Source: an optimization exercise on an open RTL-to-GDS flow (aim: small area, a short achievable clock period and few clock cycles per item). Production flows keep margins and buffers that such runs may drop. Where RTL was checked, it was by simulation tests only, not by an equivalence proof against the original. Only the layout flow was run in run 1; the RTL was not checked for function there.

==> flow/design.v, too long to show whole: its modules and the start of the top module <==
// module mandel_engine: 131 lines
// module mandel_dp: 1826 lines
module mandel_engine #(
  parameter int W       = 16,
  parameter int FRAC    = 12,
  parameter int ITER_W  = 16,
  parameter int COORD_W = 9
) (
  input  logic               clk,
  input  logic               rst,
  input  logic               cfg_start,
  input  logic [COORD_W-1:0] cfg_pix_w,
  input  logic [COORD_W-1:0] cfg_pix_h,
  input  logic [W-1:0]       cfg_cxs,
  input  logic [W-1:0]       cfg_cys,
  input  logic [W-1:0]       cfg_dcx,
  input  logic [W-1:0]       cfg_dcy,
  input  logic [ITER_W-1:0]  cfg_max_iter,
  input  logic               abort,
  output logic               busy,
  output logic               done,
  output logic               out_valid,
  input  logic               out_ready,
  output logic [COORD_W-1:0] out_x,
  output logic [COORD_W-1:0] out_y,
  output logic [ITER_W-1:0]  out_iter,
  output logic               out_inside
);
  // ...
==> flow/run.sh <==
#!/bin/bash
# synth_recipe.tcl (not shown) runs the flow's synth.tcl, then flattens the netlist and writes it again
# the make line also repeats each setting of config.mk as NAME=value (left out here)
make -C /OpenROAD-flow-scripts/flow DESIGN_CONFIG=/design/flow/config.mk WORK_HOME=/design/flow/orfs CLKGATE_MAP_FILE= SYNTH_SCRIPT=/design/flow/synth_recipe.tcl finish
==> flow/config.mk <==
export PLATFORM = sky130hd
export DESIGN_NAME = mandel_engine
export DESIGN_NICKNAME = mandel_engine
export VERILOG_FILES = /design/flow/design.v
export SDC_FILE = /design/flow/constraint.sdc
export NUM_CORES = 4
export LEC_CHECK = 0
export ABC_CLOCK_PERIOD_IN_PS = 5000
export CAP_MARGIN = 20
export CORE_MARGIN = 2
export CORE_UTILIZATION = 40
export SETUP_SLACK_MARGIN = 5
export SLEW_MARGIN = 20
==> flow/constraint.sdc <==
create_clock -name core_clock -period 12.0 [get_ports {clk}]
set_input_delay 2.4000 -clock core_clock [delete_from_list [all_inputs] [get_ports {clk}]]
set_output_delay 2.4000 -clock core_clock [all_outputs]
set_load 0.01 [all_outputs]
==> flow_metrics.py, run 1 <==
metrics = {
    "floorplanning": {
        "n_tap_cell": 864,
    },
    "global_routing": {
        "grt_pass1_vias": 22200,
        "overflow": 0,
        "grt_usage_pct": 23.1,
        "grtUsageMet2_pct": 39.1,
    },
    "min_path": {
        "holdPathStages": 2,
        "hp-start": "out_valid$_SDFFE_PP0P_",
    },
    "timing": {
        "slew_headroom_pct": 30.0,
        "slew_violations": 0,
    },
    "clocking": {
        "clk_latency_ps": 580,
        "ctsHtreeMaxLevel": 1,
    },
    "synthesis": {
        "synth_edf_count": 149,
        "ys_seq_area_share_pct": 24.7,
        "synth_compound_area_share_pct": 15.0,
        "synthesis.area_um2": 26600,
    },
    "cells_and_area": {
        "diodes": 1,
        "fin_cells": 3859,
        "multi_input_comb_cells": 2017,
    },
    "routing": {
        "firstDrtPassIters": 7,
    },
    "critical_path": {
        "startpoint": "y[2]$_DFF_P_",
    },
    "run_status": {
        "outcome": "finished clean",
    },
}
==> module mandel_engine, before the edit <==
module mandel_engine #(
  parameter int W       = 16,
  parameter int FRAC    = 12,
  parameter int ITER_W  = 16,
  parameter int COORD_W = 9
) (
  input  logic               clk,
  input  logic               rst,
  input  logic               cfg_start,
  input  logic [COORD_W-1:0] cfg_pix_w,
  input  logic [COORD_W-1:0] cfg_pix_h,
  input  logic [W-1:0]       cfg_cxs,
  input  logic [W-1:0]       cfg_cys,
  input  logic [W-1:0]       cfg_dcx,
  input  logic [W-1:0]       cfg_dcy,
  input  logic [ITER_W-1:0]  cfg_max_iter,
  input  logic               abort,
  output logic               busy,
  output logic               done,
  output logic               out_valid,
  input  logic               out_ready,
  output logic [COORD_W-1:0] out_x,
  output logic [COORD_W-1:0] out_y,
  output logic [ITER_W-1:0]  out_iter,
  output logic               out_inside
);
  logic [COORD_W-1:0]  pix_w, pix_h, px, py;
  logic signed [W-1:0] cxs, dcx, dcy, cx, cy, x, y, sx, sy;
  logic [ITER_W-1:0]   max_iter, i;
  logic                comp, fresh, esc_r;
  logic bigx, bigy, esc_mag, mi_zero;
  logic escape, at_lim, cyc, fin_now, fin, can_out, adv, row_end, restart;
  logic signed [W-1:0] x_next, y_next, cx_d, cy_d;
  mandel_dp u_dp (
    .x(x[13:0]), .y(y[13:0]), .cx(cx), .cy(cy),
    .esc_mag(esc_mag), .xn(x_next), .yn(y_next)
  );
  always_comb begin
    mi_zero = (max_iter == '0);
    bigx = !((x[15:13] == 3'b000) || (x[15:13] == 3'b111 && x[12:0] != '0));
    bigy = !((y[15:13] == 3'b000) || (y[15:13] == 3'b111 && y[12:0] != '0));
    escape = bigx || bigy || esc_mag;
    at_lim = (i + ITER_W'(1) == max_iter);
    cyc = !fresh && ({x, y} == {sx, sy});
    fin_now = at_lim || cyc || mi_zero;
    fin = comp && (esc_r || fin_now);
    can_out = !out_valid || out_ready;
    adv = fin && can_out;
    row_end = (px == pix_w - COORD_W'(1));
    if (!busy) begin
      cx_d = cfg_cxs;
      cy_d = cfg_cys;
    end else if (adv && row_end) begin
      cx_d = cxs;
      cy_d = cy + dcy;
    end else if (adv) begin
      cx_d = cx + dcx;
      cy_d = cy;
    end else begin
      cx_d = cx;
      cy_d = cy;
    end
    restart = !busy || fin;
  end
  always_ff @(posedge clk) begin
    x     <= restart ? cx_d : x_next;
    y     <= restart ? cy_d : y_next;
    i     <= restart ? '0 : i + ITER_W'(1);
    fresh <= restart;
    esc_r <= !restart && escape;
    if (i[1:0] == 2'b00) begin
      sx <= x;
      sy <= y;
    end
    cx <= cx_d;
    cy <= cy_d;
  end
  always_ff @(posedge clk) begin
    if (rst) begin
      busy      <= 1'b0;
      done      <= 1'b0;
      out_valid <= 1'b0;
      comp      <= 1'b0;
    end else begin
      done <= 1'b0;
      if (busy && abort) begin
        busy      <= 1'b0;
        comp      <= 1'b0;
        out_valid <= 1'b0;
      end else if (!busy) begin
        if (cfg_start && !done) begin
          busy <= 1'b1;
          comp <= (cfg_pix_w != '0) && (cfg_pix_h != '0);
        end
      end else begin
        if (out_valid && out_ready) out_valid <= 1'b0;
        if (adv) begin
          out_valid <= 1'b1;
          if (row_end && py == pix_h - COORD_W'(1)) comp <= 1'b0;
        end
        if (!comp && can_out) begin
          busy <= 1'b0;
          done <= 1'b1;
        end
      end
    end
  end
  always_ff @(posedge clk) begin
    if (!busy) begin
      pix_w    <= cfg_pix_w;
      pix_h    <= cfg_pix_h;
      cxs      <= cfg_cxs;
      dcx      <= cfg_dcx;
      dcy      <= cfg_dcy;
      max_iter <= cfg_max_iter;
      px       <= '0;
      py       <= '0;
    end else if (adv) begin
      out_x      <= px;
      out_y      <= py;
      out_iter   <= esc_r ? i : max_iter;
      out_inside <= !esc_r && !(escape && !mi_zero);
      if (!row_end) begin
        px <= px + COORD_W'(1);
      end else begin
        px <= '0;
        py <= py + COORD_W'(1);
      end
    end
  end
endmodule
==> inputs of run 2 (changes only) <==
--- a/flow/design.v
+++ b/flow/design.v
@@ -29,6 +29,6 @@
   logic [ITER_W-1:0]   max_iter, i;
-  logic                comp, fresh, esc_r;
-  logic bigx, bigy, esc_mag, mi_zero;
-  logic escape, at_lim, cyc, fin_now, fin, can_out, adv, row_end, restart;
-  logic signed [W-1:0] x_next, y_next, cx_d, cy_d;
+  logic                comp, cyc_en;
+  logic bigx, bigy, esc_mag;
+  logic escape, at_lim, cyc, fin, can_out;
+  logic signed [W-1:0] x_next, y_next;
   mandel_dp u_dp (
@@ -38,3 +38,2 @@
   always_comb begin
-    mi_zero = (max_iter == '0);
     bigx = !((x[15:13] == 3'b000) || (x[15:13] == 3'b111 && x[12:0] != '0));
@@ -42,31 +41,20 @@
     escape = bigx || bigy || esc_mag;
-    at_lim = (i + ITER_W'(1) == max_iter);
-    cyc = !fresh && ({x, y} == {sx, sy});
-    fin_now = at_lim || cyc || mi_zero;
-    fin = comp && (esc_r || fin_now);
+    at_lim = (i == max_iter);
+    cyc = cyc_en && ({x, y} == {sx, sy});
+    fin = escape || at_lim || cyc;
     can_out = !out_valid || out_ready;
-    adv = fin && can_out;
-    row_end = (px == pix_w - COORD_W'(1));
-    if (!busy) begin
-      cx_d = cfg_cxs;
-      cy_d = cfg_cys;
-    end else if (adv && row_end) begin
-      cx_d = cxs;
-      cy_d = cy + dcy;
-    end else if (adv) begin
-      cx_d = cx + dcx;
-      cy_d = cy;
-    end else begin
-      cx_d = cx;
-      cy_d = cy;
-    end
-    restart = !busy || fin;
   end
   always_ff @(posedge clk) begin
-    x     <= restart ? cx_d : x_next;
-    y     <= restart ? cy_d : y_next;
-    i     <= restart ? '0 : i + ITER_W'(1);
-    fresh <= restart;
-    esc_r <= !restart && escape;
-    if (i[1:0] == 2'b00) begin
+    if (busy && !fin) begin
+      x      <= x_next;
+      y      <= y_next;
+      i      <= i + ITER_W'(1);
+      cyc_en <= 1'b1;
+    end else begin
+      x      <= '0;
+      y      <= '0;
+      i      <= '0;
+      cyc_en <= 1'b0;
+    end
+    if (i[2:0] == 3'b000) begin
       sx <= x;
@@ -74,4 +62,2 @@
     end
-    cx <= cx_d;
-    cy <= cy_d;
   end
@@ -91,4 +77,14 @@
         if (cfg_start && !done) begin
-          busy <= 1'b1;
-          comp <= (cfg_pix_w != '0) && (cfg_pix_h != '0);
+          pix_w    <= cfg_pix_w;
+          pix_h    <= cfg_pix_h;
+          cxs      <= cfg_cxs;
+          dcx      <= cfg_dcx;
+          dcy      <= cfg_dcy;
+          max_iter <= cfg_max_iter;
+          px       <= '0;
+          py       <= '0;
+          cx       <= cfg_cxs;
+          cy       <= cfg_cys;
+          busy     <= 1'b1;
+          comp     <= (cfg_pix_w != '0) && (cfg_pix_h != '0);
         end
@@ -96,7 +92,24 @@
         if (out_valid && out_ready) out_valid <= 1'b0;
-        if (adv) begin
-          out_valid <= 1'b1;
-          if (row_end && py == pix_h - COORD_W'(1)) comp <= 1'b0;
-        end
-        if (!comp && can_out) begin
+        if (comp) begin
+          if (fin && can_out) begin
+            out_x      <= px;
+            out_y      <= py;
+            out_iter   <= escape ? i : max_iter;
+            out_inside <= !escape;
+            out_valid  <= 1'b1;
+            if (px != pix_w - COORD_W'(1)) begin
+              px <= px + COORD_W'(1);
+              cx <= cx + dcx;
+            end else begin
+              px <= '0;
+              cx <= cxs;
+              if (py != pix_h - COORD_W'(1)) begin
+                py <= py + COORD_W'(1);
+                cy <= cy + dcy;
+              end else begin
+                comp <= 1'b0;
+              end
+            end
+          end
+        end else if (can_out) begin
           busy <= 1'b0;
@@ -105,25 +118,2 @@
       end
-    end
-  end
-  always_ff @(posedge clk) begin
-    if (!busy) begin
-      pix_w    <= cfg_pix_w;
-      pix_h    <= cfg_pix_h;
-      cxs      <= cfg_cxs;
-      dcx      <= cfg_dcx;
-      dcy      <= cfg_dcy;
-      max_iter <= cfg_max_iter;
-      px       <= '0;
-      py       <= '0;
-    end else if (adv) begin
-      out_x      <= px;
-      out_y      <= py;
-      out_iter   <= esc_r ? i : max_iter;
-      out_inside <= !esc_r && !(escape && !mi_zero);
-      if (!row_end) begin
-        px <= px + COORD_W'(1);
-      end else begin
-        px <= '0;
-        py <= py + COORD_W'(1);
-      end
     end
--- a/flow/config.mk
+++ b/flow/config.mk
@@ -7,3 +7,2 @@
 export LEC_CHECK = 0
-export ABC_CLOCK_PERIOD_IN_PS = 5000
 export CAP_MARGIN = 20
@@ -11,3 +10,2 @@
 export CORE_UTILIZATION = 40
-export SETUP_SLACK_MARGIN = 5
 export SLEW_MARGIN = 20
==> run 2 against run 1 <==
  * Still clean
  * Flip-flop and latch count shrank 1
  * Setup slack lost 2100 ps
  * Critical path depth shrank 2
  * Fmax shrank 23%
  * Critical path type unchanged
  * Highest routed layer unchanged
==> flow_metrics.py, run 2 <==
metrics = {
    "synthesis": {
        "synth_edf_count": 199,
        "async_flop_share_pct": 0,
        "synthTopCellsByCount": "393 x inv_1, 305 x nor2_1, 280 x fa_1, 217 x ha_1, 199 x edfxtp_1",
        "synth.most_common_cell": "inv_1",
        "syn_nets": 3201,
        "synth_warnings": 1,
        "synthTopCellsByArea": "edfxtp_1 23%, fa_1 22%, ha_1 11%",
        "syn_avg_cell_area_um2": 9.84,
        "ys_seq_area_share_pct": 27.5,
        "ys_ff_latch": 252,
        "synth_cell_types": 71,
        "synth_top_area_cell": "edfxtp_1",
        "ys.flop_type": "edfxtp_1",
        "netlist_instances": 2601,
        "synth_top_area_share_pct": 23.4,
        "synthesis.area_um2": 25600,
    },
    "critical_path": {
        "worstSetupPathType": "reg -> reg",
        "startpoint": "x[12]$_SDFF_PN0_",
        "worst_setup_path_start_kind": "register",
        "cp.arrival_ps": 9110,
        "critPathRequiredTime_ps": 12200,
        "cp_max_fo": 35,
        "crit_path_end_kind": "register",
        "worst_r2r_startpoint": "x[12]$_SDFF_PN0_",
    },
    "clocking": {
        "postCtsSetupBuffers": 0,
        "cts.sinks": 252,
        "clk_path_buf_depth": 3,
        "cts_root_buffer": "clkbuf_16",
        "cts_made_buffers": 29,
        "hold_buffers": 0,
        "clk_pin_slew_worst_paths_ps": 60,
        "postCtsResizedCells": 0,
        "tritoncts": "built",
        "clk_latency_ps": 580,
        "ctsHtreeMaxLevel": 1,
    },
    "routing": {
        "num_vias": 18900,
        "drt-total-wl_mm": 64.5,
        "drc_errors": 0,
        "wl_per_cell_um": 18.2,
        "drt_first_iter_violations": 1597,
        "firstDrtPassIters": 5,
        "ant_nets": 0,
        "via_per_inst": 5.35,
    },
    "global_routing": {
        "grt_usage_pct": 19.9,
        "grt_pass1_vias": 19700,
        "overflow": 0,
        "grt_first_pass_wirelength_mm": 106,
        "antenna_found_initial": 4,
        "grt_max_degree": 75,
    },
    "floorplanning": {
        "chipHeight_um": 257,
        "io_pins": 141,
        "core_um2": 63200,
        "die_w_um": 257,
        "row_count": 92,
        "die_area_um2": 66000,
        "start_util_pct": 40.5,
    },
    "cells_and_area": {
        "synthToLayoutAreaGrowth_pct": 12.1,
        "fin_cells": 3537,
        "diodes": 0,
        "post-route-util_pct": 45.4,
        "fillers": 5931,
        "nets": 3268,
        "drive_gt1_share_pct": 6.65,
        "layout_common_cells": "393 x inv_1, 304 x nor2_1, 280 x fa_1",
        "layout_commonest_cell": "inv_1",
    },
    "timing": {
        "rsz0062_at_grt": "no",
        "setup_viol": 0,
        "fin_setup_tns_ps": 0,
        "slew_violations": 0,
        "slew_headroom_pct": 23.6,
        "clock_skew_ps": 27.2,
        "period_needed_ps": 8920,
        "clock.fmax_ghz": 0.112,
        "hold_slack_ps": 500,
        "period_share_pct": 74.3,
        "final-hold-violation-count": 0,
        "worst_pin_slew_ps": 1140,
    },
    "placement": {
        "dp_hpwl_mm": 50.1,
        "dp.cells": 3483,
        "io_buffers": 140,
        "globalplace.congestion": 0.872,
    },
    "min_path": {
        "min_path_type": "reg -> reg",
        "hp-start": "out_valid$_SDFFE_PN0P_",
    },
    "run_status": {
        "outcome": "finished clean",
    },
    "flow_run": {
        "cap_violations": 0,
    },
}
run 2: logic make-up (layout without fill, tap and decap cells):
kind of cell    count (synthesis)  in the layout  share of synthesized area (%)
compound gates                463            463                           11.9
xor+xnor                      192            192                           6.66
fa+ha+maj                     497            497                           32.5
buf+inv                       536            626                           8.07
flops                         252            252                           27.5
mux                            56             56                           2.33
simple gates                  605            605                           11.0
run 2: per-stage QoR:
step / cell area (um^2) / setup slack [ps]
2_1_floorplan: 25600 / 3330
3_3_place_gp: 27700 / 3250
3_5_place_dp: 27700 / 3050
4_1_cts: 28700 / 3070
5_1_grt: 28700 / 2680
6_report: 28700 / 3080
run 2: cell type report:
type	instances	area, um^2	share of cell area, %
Tap cell	846	1060	3.69
Inverter	400	1500	5.23
Multi-Input combinational cell	1813	16500	57.6
Clock inverter	19	144	0.502
Sequential cell	252	7040	24.5
Timing Repair Buffer	172	1640	5.72
Clock buffer	35	790	2.75
run 2: critical path, cell delays in order, from the launching register on:
cell and delay (ps):
dfxtp_1 830, clkinv_1 540, ha_1 630, or2_2 390, fa_1 540, inv_1 50
fa_1 470, inv_1 50, fa_1 460, fa_1 510, fa_1 520, inv_1 70
fa_1 440, ha_1 330, nand4_1 90, a2111oi_0 680, a31o_1 310, o21ai_1 120
and4bb_4 250, or3b_4 440, nor2_4 780
run 2: final timing paths:
| path | to | slack (ps) | depth (start not counted) |
|---|---|---|---|
| setup / recovery | out_iter[6]$_DFFE_PP_ | 3080 | 20 |
| hold / removal | out_valid$_SDFFE_PN0P_ | 500 | 2 |
| setup reg to reg | out_iter[6]$_DFFE_PP_ | 3080 | 20 |
| hold reg to reg | out_valid$_SDFFE_PN0P_ | 500 | 2 |
run 2: metal layers:
metal | track usage, % | share of wire (%) | vias up
li1 | - | - | 8868
met1 | 27.0 | 43 | 9394
met2 | 34.4 | 49 | 538
met3 | 2.30 | 5.2 | 103
met4 | 4.31 | 2.2 | 8
met5 | 0 | 0.088 | -
Testbench counts of run 2, summed over its fixed seeds: cycles 49,446, pixels 3,072.
==> inputs of run 3 (changes only) <==
--- a/flow/design.v
+++ b/flow/design.v
@@ -29,4 +29,6 @@
   logic [ITER_W-1:0]   max_iter, i;
-  logic                comp, cyc_en;
-  logic bigx, bigy, esc_mag;
+  logic                comp, fresh;
+  logic signed [W-1:0] xe, ye;
+  logic [ITER_W-1:0]   ie;
+  logic bigx, bigy, esc_mag, mi_zero;
   logic escape, at_lim, cyc, fin, can_out;
@@ -34,3 +36,3 @@
   mandel_dp u_dp (
-    .x(x[13:0]), .y(y[13:0]), .cx(cx), .cy(cy),
+    .x(xe[13:0]), .y(ye[13:0]), .cx(cx), .cy(cy),
     .esc_mag(esc_mag), .xn(x_next), .yn(y_next)
@@ -38,8 +40,12 @@
   always_comb begin
-    bigx = !((x[15:13] == 3'b000) || (x[15:13] == 3'b111 && x[12:0] != '0));
-    bigy = !((y[15:13] == 3'b000) || (y[15:13] == 3'b111 && y[12:0] != '0));
-    escape = bigx || bigy || esc_mag;
-    at_lim = (i == max_iter);
-    cyc = cyc_en && ({x, y} == {sx, sy});
-    fin = escape || at_lim || cyc;
+    xe = fresh ? cx : x;
+    ye = fresh ? cy : y;
+    ie = fresh ? ITER_W'(1) : i;
+    mi_zero = (max_iter == '0);
+    bigx = !((xe[15:13] == 3'b000) || (xe[15:13] == 3'b111 && xe[12:0] != '0));
+    bigy = !((ye[15:13] == 3'b000) || (ye[15:13] == 3'b111 && ye[12:0] != '0));
+    escape = (bigx || bigy || esc_mag) && !mi_zero;
+    at_lim = (ie == max_iter);
+    cyc = !fresh && ({x, y} == {sx, sy});
+    fin = escape || at_lim || cyc || mi_zero;
     can_out = !out_valid || out_ready;
@@ -47,16 +53,9 @@
   always_ff @(posedge clk) begin
-    if (busy && !fin) begin
-      x      <= x_next;
-      y      <= y_next;
-      i      <= i + ITER_W'(1);
-      cyc_en <= 1'b1;
-    end else begin
-      x      <= '0;
-      y      <= '0;
-      i      <= '0;
-      cyc_en <= 1'b0;
-    end
-    if (i[2:0] == 3'b000) begin
-      sx <= x;
-      sy <= y;
+    x     <= x_next;
+    y     <= y_next;
+    i     <= ie + ITER_W'(1);
+    fresh <= !busy || fin;
+    if (ie[1:0] == 2'b01) begin
+      sx <= xe;
+      sy <= ye;
     end
@@ -96,3 +95,3 @@
             out_y      <= py;
-            out_iter   <= escape ? i : max_iter;
+            out_iter   <= escape ? ie : max_iter;
             out_inside <= !escape;
--- a/flow/config.mk
+++ b/flow/config.mk
@@ -7,2 +7,3 @@
 export LEC_CHECK = 0
+export ABC_CLOCK_PERIOD_IN_PS = 5000
 export CAP_MARGIN = 20
@@ -10,2 +11,3 @@
 export CORE_UTILIZATION = 40
+export SETUP_SLACK_MARGIN = 5
 export SLEW_MARGIN = 20
==> run 3 against run 2 <==
  * Fmax up 18%
  * Global-route usage up 3.7 points
  * Non-clock buffer count up 132
  * Area after synthesis up 3.2%
  * Via count up 15%
==> flow_metrics.py, run 3 <==
metrics = {
    "run_status": {
        "outcome": "finished clean",
    },
    "placement": {
        "globalplace.congestion": 0.900,
        "dp_slack_ps": 2960,
        "dp_hpwl_mm": 57.5,
        "dp.cells": 3676,
        "placed_area_um2": 29000,
        "io_buffers": 140,
    },
    "timing": {
        "setup_viol": 0,
        "clock_skew_ps": 13.1,
        "final-hold-violation-count": 0,
        "slew_headroom_pct": 27.2,
        "setup_slack_ps": 4430,
        "hold_slack_ps": 539,
        "worst_pin_slew_ps": 1080,
        "clock.fmax_ghz": 0.132,
        "fin_setup_tns_ps": 0,
        "period_needed_ps": 7570,
        "slew_violations": 0,
        "period_share_pct": 63.1,
        "rsz0062_at_grt": "yes",
    },
    "cells_and_area": {
        "post-route-util_pct": 49.2,
        "layout_commonest_cell": "inv_1",
        "fin_cells": 3863,
        "nets": 3575,
        "layout_common_cells": "385 x inv_1, 277 x fa_1, 263 x nor2_1",
        "stdcell_area_um2": 32200,
        "drive_gt1_share_pct": 13.9,
        "fillers": 5927,
        "synthToLayoutAreaGrowth_pct": 22.0,
    },
    "synthesis": {
        "synth_warnings": 1,
        "ys_ff_latch": 252,
        "ys.flop_type": "edfxtp_1",
        "synthTopCellsByCount": "401 x inv_1, 280 x fa_1, 268 x nor2_1, 217 x ha_1, 199 x edfxtp_1",
        "yosys.area_share.xor_xnor_pct": 5.74,
        "async_flop_share_pct": 0,
        "synth_cell_types": 75,
        "synth_compound_area_share_pct": 13.7,
        "synthAdderAreaFrac_pct": 31.5,
        "syn_avg_cell_area_um2": 9.54,
        "synth_top_area_share_pct": 22.6,
        "synthesis.area_um2": 26400,
        "synthMuxAreaShare_pct": 3.03,
        "synth_edf_count": 199,
        "synth-simple-area-share_pct": 11.6,
        "synth_top_family_by_area": "adder cells",
        "synth.most_common_cell": "inv_1",
        "ys_seq_area_share_pct": 26.7,
        "syn_nets": 3368,
        "netlist_instances": 2768,
        "synthTopCellsByArea": "edfxtp_1 23%, fa_1 21%, ha_1 10%",
        "synth_top_area_cell": "edfxtp_1",
    },
    "critical_path": {
        "cpMostUsedCell": "fa_1",
        "cp_max_fo": 8,
        "worst_setup_path_start_kind": "register",
        "crit_path_end_kind": "register",
        "worstSetupPathType": "reg -> reg",
        "cp_slowest_cell": "fa_1",
        "critPathRequiredTime_ps": 12300,
        "cp.arrival_ps": 7870,
        "slowest_delay_ps": 540,
    },
    "floorplanning": {
        "io_pins": 141,
        "die_w_um": 261,
        "start_util_pct": 40.3,
        "die_area_um2": 68100,
        "chipHeight_um": 261,
        "core_um2": 65500,
        "row_count": 94,
    },
    "clocking": {
        "clk_path_buf_depth": 3,
        "cts_made_buffers": 29,
        "hold_buffers": 0,
        "ctsHtreeMaxLevel": 1,
        "cts.sinks": 252,
        "tritoncts": "built",
        "clk_latency_ps": 590,
        "cts_root_buffer": "clkbuf_16",
        "clk_pin_slew_worst_paths_ps": 60,
    },
    "routing": {
        "via_per_inst": 5.64,
        "drt-total-wl_mm": 81.0,
        "num_vias": 21800,
        "ant_nets": 0,
        "wl_per_cell_um": 21.0,
        "firstDrtPassIters": 6,
        "drc_errors": 0,
        "drt_first_iter_violations": 2088,
    },
    "global_routing": {
        "antenna_found_initial": 3,
        "overflow": 0,
        "grt_max_degree": 61,
        "grt_first_pass_wirelength_mm": 126,
        "grt_usage_pct": 23.7,
        "grt_pass1_vias": 22100,
    },
    "flow_run": {
        "cap_violations": 0,
    },
    "min_path": {
        "min_path_type": "reg -> reg",
    },
}
run 3: changes by cell type in the layout (fill, tap and decap cells not counted), sizes merged, moves of 18 or more:
cell	previous run	this run
a221oi	41	13
buf	32	154
nor2	307	268
a211oi	39	8
a21oi	114	177
o221ai	0	35
nand2	71	97
xor2	88	65
a22oi	62	12
o22ai	20	57
a31oi	7	28
mux2i	27	45
o21ai	89	162
run 3: worst max-delay path, delay by kind of cell, from the launching register on:
| family | cells | cell delay (ps) |
|---|---|---|
| mux | 1 | 230 |
| buf+inv | 10 | 1250 |
| compound gates | 4 | 650 |
| fa+ha+maj | 8 | 3500 |
| flops | 1 | 400 |
| simple gates | 6 | 1240 |
run 3: repair_timing:
action | 4_1_cts | 5_1_grt
pin swaps | 39 | 26
gates resized for setup | 148 | 41
cloned | 18 | 9
setup endpoints to repair | 135 | 124
buffers inserted | 72 | 33
run 3: layout make-up:
type,count,area (um^2),area share (%)
Multi-Input combinational cell,1975,18200,56.4
Clock inverter,19,193,0.598
Inverter,408,1590,4.95
Clock buffer,35,778,2.42
Timing Repair inverter,5,28.8,0.0893
Antenna cell,1,2.50,0.00777
Sequential cell,252,7040,21.9
Timing Repair Buffer,304,3310,10.3
Tap cell,864,1080,3.36
run 3: per-layer routing:
| metal | track usage (%) | part of all wire (%) | up-vias |
|---|---|---|---|
| li1 | - | - | 9859 |
| met1 | 32.3 | 42 | 10700 |
| met2 | 38.0 | 46 | 976 |
| met4 | 9.13 | 4.1 | 4 |
| met5 | 0 | 0.031 | - |
| met3 | 3.49 | 8.0 | 233 |
run 3: logic make-up (layout without fill, tap and decap cells):
family          count (synthesis)  in the layout
simple gates                  639            639
compound gates                590            590
buf+inv                       542            771
fa+ha+maj                     497            497
flops                         252            252
xor+xnor                      173            173
mux                            75             76
other cells                     0              1
run 3: final timing paths:
kind         slack, ps                     end  cells after the start              startpoint
max               4430      out_x[5]$_DFFE_PP_                     29           fresh$_DFF_P_
min                540  out_valid$_SDFFE_PN0P_                      2  out_valid$_SDFFE_PN0P_
max reg2reg       4430      out_x[5]$_DFFE_PP_                     29           fresh$_DFF_P_
min reg2reg        540  out_valid$_SDFFE_PN0P_                      2  out_valid$_SDFFE_PN0P_
Testbench counts of run 3, summed over its fixed seeds: cycles 45,937, pixels 3,072.
==> inputs of run 4 (changes only) <==
--- a/flow/config.mk
+++ b/flow/config.mk
@@ -7,3 +7,2 @@
 export LEC_CHECK = 0
-export ABC_CLOCK_PERIOD_IN_PS = 5000
 export CAP_MARGIN = 20
@@ -11,3 +10,2 @@
 export CORE_UTILIZATION = 40
-export SETUP_SLACK_MARGIN = 5
 export SLEW_MARGIN = 20
==> run 4 against run 3 <==
  * Still clean on timing, DRC and antenna
  * Critical path depth is 2 lower
  * Highest routed layer is now met4
  * Hold slack worse by 3.3 ps
  * Global-route usage is 1.9 points lower
  * Non-clock buffer count is 126 lower
  * Final cell count is 3.4% lower
==> flow_metrics.py, run 4 <==
metrics = {
    "timing": {
        "period_share_pct": 77.9,
        "period_needed_ps": 9350,
        "clock_skew_ps": 17.2,
        "setup_viol": 0,
        "slew_headroom_pct": 26.7,
        "rsz0062_at_grt": "no",
        "clock.fmax_ghz": 0.107,
        "slew_violations": 0,
        "fin_setup_tns_ps": 0,
        "worst_pin_slew_ps": 1070,
        "final-hold-violation-count": 0,
    },
    "run_status": {
        "outcome": "finished clean",
    },
    "global_routing": {
        "grt_first_pass_wirelength_mm": 116,
        "overflow": 0,
        "grt_pass1_vias": 20900,
        "antenna_found_initial": 0,
        "grt_max_degree": 63,
        "grt_usage_pct": 21.8,
    },
    "clocking": {
        "ctsHtreeMaxLevel": 1,
        "clk_path_buf_depth": 3,
        "tritoncts": "built",
        "cts_made_buffers": 30,
        "hold_buffers": 0,
        "postCtsResizedCells": 0,
        "clk_latency_ps": 570,
        "postCtsSetupBuffers": 0,
        "cts.sinks": 252,
        "clk_pin_slew_worst_paths_ps": 60,
        "cts_root_buffer": "clkbuf_16",
    },
    "synthesis": {
        "ys_ff_latch": 252,
        "async_flop_share_pct": 0,
        "synth_edf_count": 199,
        "syn_avg_cell_area_um2": 9.54,
        "synth_warnings": 1,
        "synthTopCellsByCount": "401 x inv_1, 280 x fa_1, 268 x nor2_1, 217 x ha_1, 199 x edfxtp_1",
        "ys.flop_type": "edfxtp_1",
        "ys_seq_area_share_pct": 26.7,
        "synth_top_area_share_pct": 22.6,
        "synth_cell_types": 75,
        "syn_nets": 3368,
        "synth.most_common_cell": "inv_1",
        "synthesis.area_um2": 26400,
        "synth_top_area_cell": "edfxtp_1",
        "synthTopCellsByArea": "edfxtp_1 23%, fa_1 21%, ha_1 10%",
        "netlist_instances": 2768,
    },
    "routing": {
        "drc_errors": 0,
        "via_per_inst": 5.52,
        "drt_first_iter_violations": 2002,
        "wl_per_cell_um": 19.7,
        "ant_nets": 0,
        "num_vias": 20600,
        "drt-total-wl_mm": 73.4,
        "firstDrtPassIters": 6,
    },
    "placement": {
        "dp_hpwl_mm": 56.5,
        "placed_area_um2": 28700,
        "globalplace.congestion": 0.934,
        "io_buffers": 140,
    },
    "cells_and_area": {
        "stdcell_area_um2": 29700,
        "drive_gt1_share_pct": 6.97,
        "diodes": 0,
        "nets": 3444,
        "layout_commonest_cell": "inv_1",
        "synthToLayoutAreaGrowth_pct": 12.7,
        "layout_common_cells": "400 x inv_1, 280 x fa_1, 268 x nor2_1",
        "fillers": 6144,
    },
    "floorplanning": {
        "io_pins": 141,
        "core_um2": 65500,
        "chipHeight_um": 261,
        "row_count": 94,
        "die_w_um": 261,
        "die_area_um2": 68100,
        "start_util_pct": 40.3,
    },
    "critical_path": {
        "crit_path_end_kind": "register",
        "cp_max_fo": 52,
        "worst_setup_path_start_kind": "register",
        "cp.arrival_ps": 9550,
        "critPathRequiredTime_ps": 12200,
        "worstSetupPathType": "reg -> reg",
        "ff2ff_setup_slack_ps": 2650,
    },
    "min_path": {
        "min_path_type": "reg -> reg",
    },
    "flow_run": {
        "cap_violations": 0,
    },
}
[run 4: critical path, stage by stage, from the launching register on]
cell and delay (ps):
dfxtp_4 660, buf_4 650, mux2i_2 270, buf_4 270, inv_2 300, ha_1 680
nor2_1 140, fa_1 550, inv_1 50, fa_1 470, fa_1 490, inv_1 50
fa_1 380, inv_1 110, fa_1 420, inv_1 120, fa_1 430, ha_1 330
a21o_1 180, a21oi_1 150, nor2b_1 70, o221ai_1 320, o211ai_1 260, nor3_1 300
nor4b_1 160, or2_2 360, nor4b_2 220, buf_4 500
[run 4: cells by family (layout without fill, tap and decap cells)]
family	Yosys count	after routing	synth area share [%]
AND/OR/NAND/NOR	639	639	11.6
AO/OA/AOI/OAI	590	590	13.7
buffers and inverters	542	642	7.82
adder cells (fa/ha/maj)	497	497	31.5
flip-flops	252	252	26.7
XOR/XNOR	173	173	5.74
multiplexers	75	75	3.03
[run 4: layer usage]
| layer | GRT usage (%) | wire length, um | vias up |
|---|---|---|---|
| li1 | - | - | 9586 |
| met1 | 28.6 | 31100 | 10200 |
| met2 | 37.9 | 35600 | 741 |
| met3 | 3.25 | 4910 | 109 |
| met4 | 4.95 | 1690 | 0 |
| met5 | 0 | 0 | - |
[run 4: layout make-up]
cell class	instances	area (um^2)	area share [%]
Multi-Input combinational cell	1974	17400	58.5
Sequential cell	252	7040	23.7
Timing Repair Buffer	178	1710	5.74
Inverter	408	1530	5.15
Tap cell	864	1080	3.63
Clock buffer	45	910	3.06
Clock inverter	11	71.3	0.240
[run 4: path summary, 6_finish.rpt]
| path | startpoint | cells after the start | end |
|---|---|---|---|
| hold reg to reg | comp$_SDFFE_PN0P_ | 1 | done$_SDFF_PP0_ |
| hold / removal | comp$_SDFFE_PN0P_ | 1 | done$_SDFF_PP0_ |
| setup reg to reg | fresh$_DFF_P_ | 27 | out_x[4]$_DFFE_PP_ |
| setup / recovery | fresh$_DFF_P_ | 27 | out_x[4]$_DFFE_PP_ |
[run 4: metrics by stage]
stage | utilization [%] | setup WS [ps] | hold slack, ps | instances
floorplan | - | 304 | 424 | 2768
global placement | 43.9 | 2850 | 519 | 3675
detailed placement | 43.9 | 2640 | 526 | 3675
CTS | 45.4 | 2630 | 537 | 3731
global route | 45.4 | 2050 | 549 | 3732
finish | 45.4 | 2650 | 536 | 3732

## separate check: timing with driven ports
The results above use ideal ports. As a check the final layouts listed here were re-extracted and re-timed, cells and wires unchanged. Step 1: set_driving_cell puts a clkbuf_16 on clk and a buf_2 on each other input, an assumption about the parent block. Step 2 also shifts input and output timing later by t, the mid clock arrival at the registers, as if the neighbouring blocks saw the same clock. Three values: ideal ports, drivers, drivers and shift; two values: the first two.
run | shift t [ns] | setup slack, ns | worst setup path at the end | slew at the worst register clock pin (ns)
run 1 | 0.625 | 5.138 / 5.138 / 5.138 | register to register | 0.08 / 0.08
run 2 | 0.625 | 3.085 / 3.085 / 3.085 | register to register | 0.07 / 0.07
run 3 | 0.639 | 4.434 / 4.434 / 4.434 | register to register | 0.07 / 0.07
run 4 | 0.611 | 2.647 / 2.647 / 2.647 | register to register | 0.06 / 0.06
After both steps every run listed still meets setup and hold.
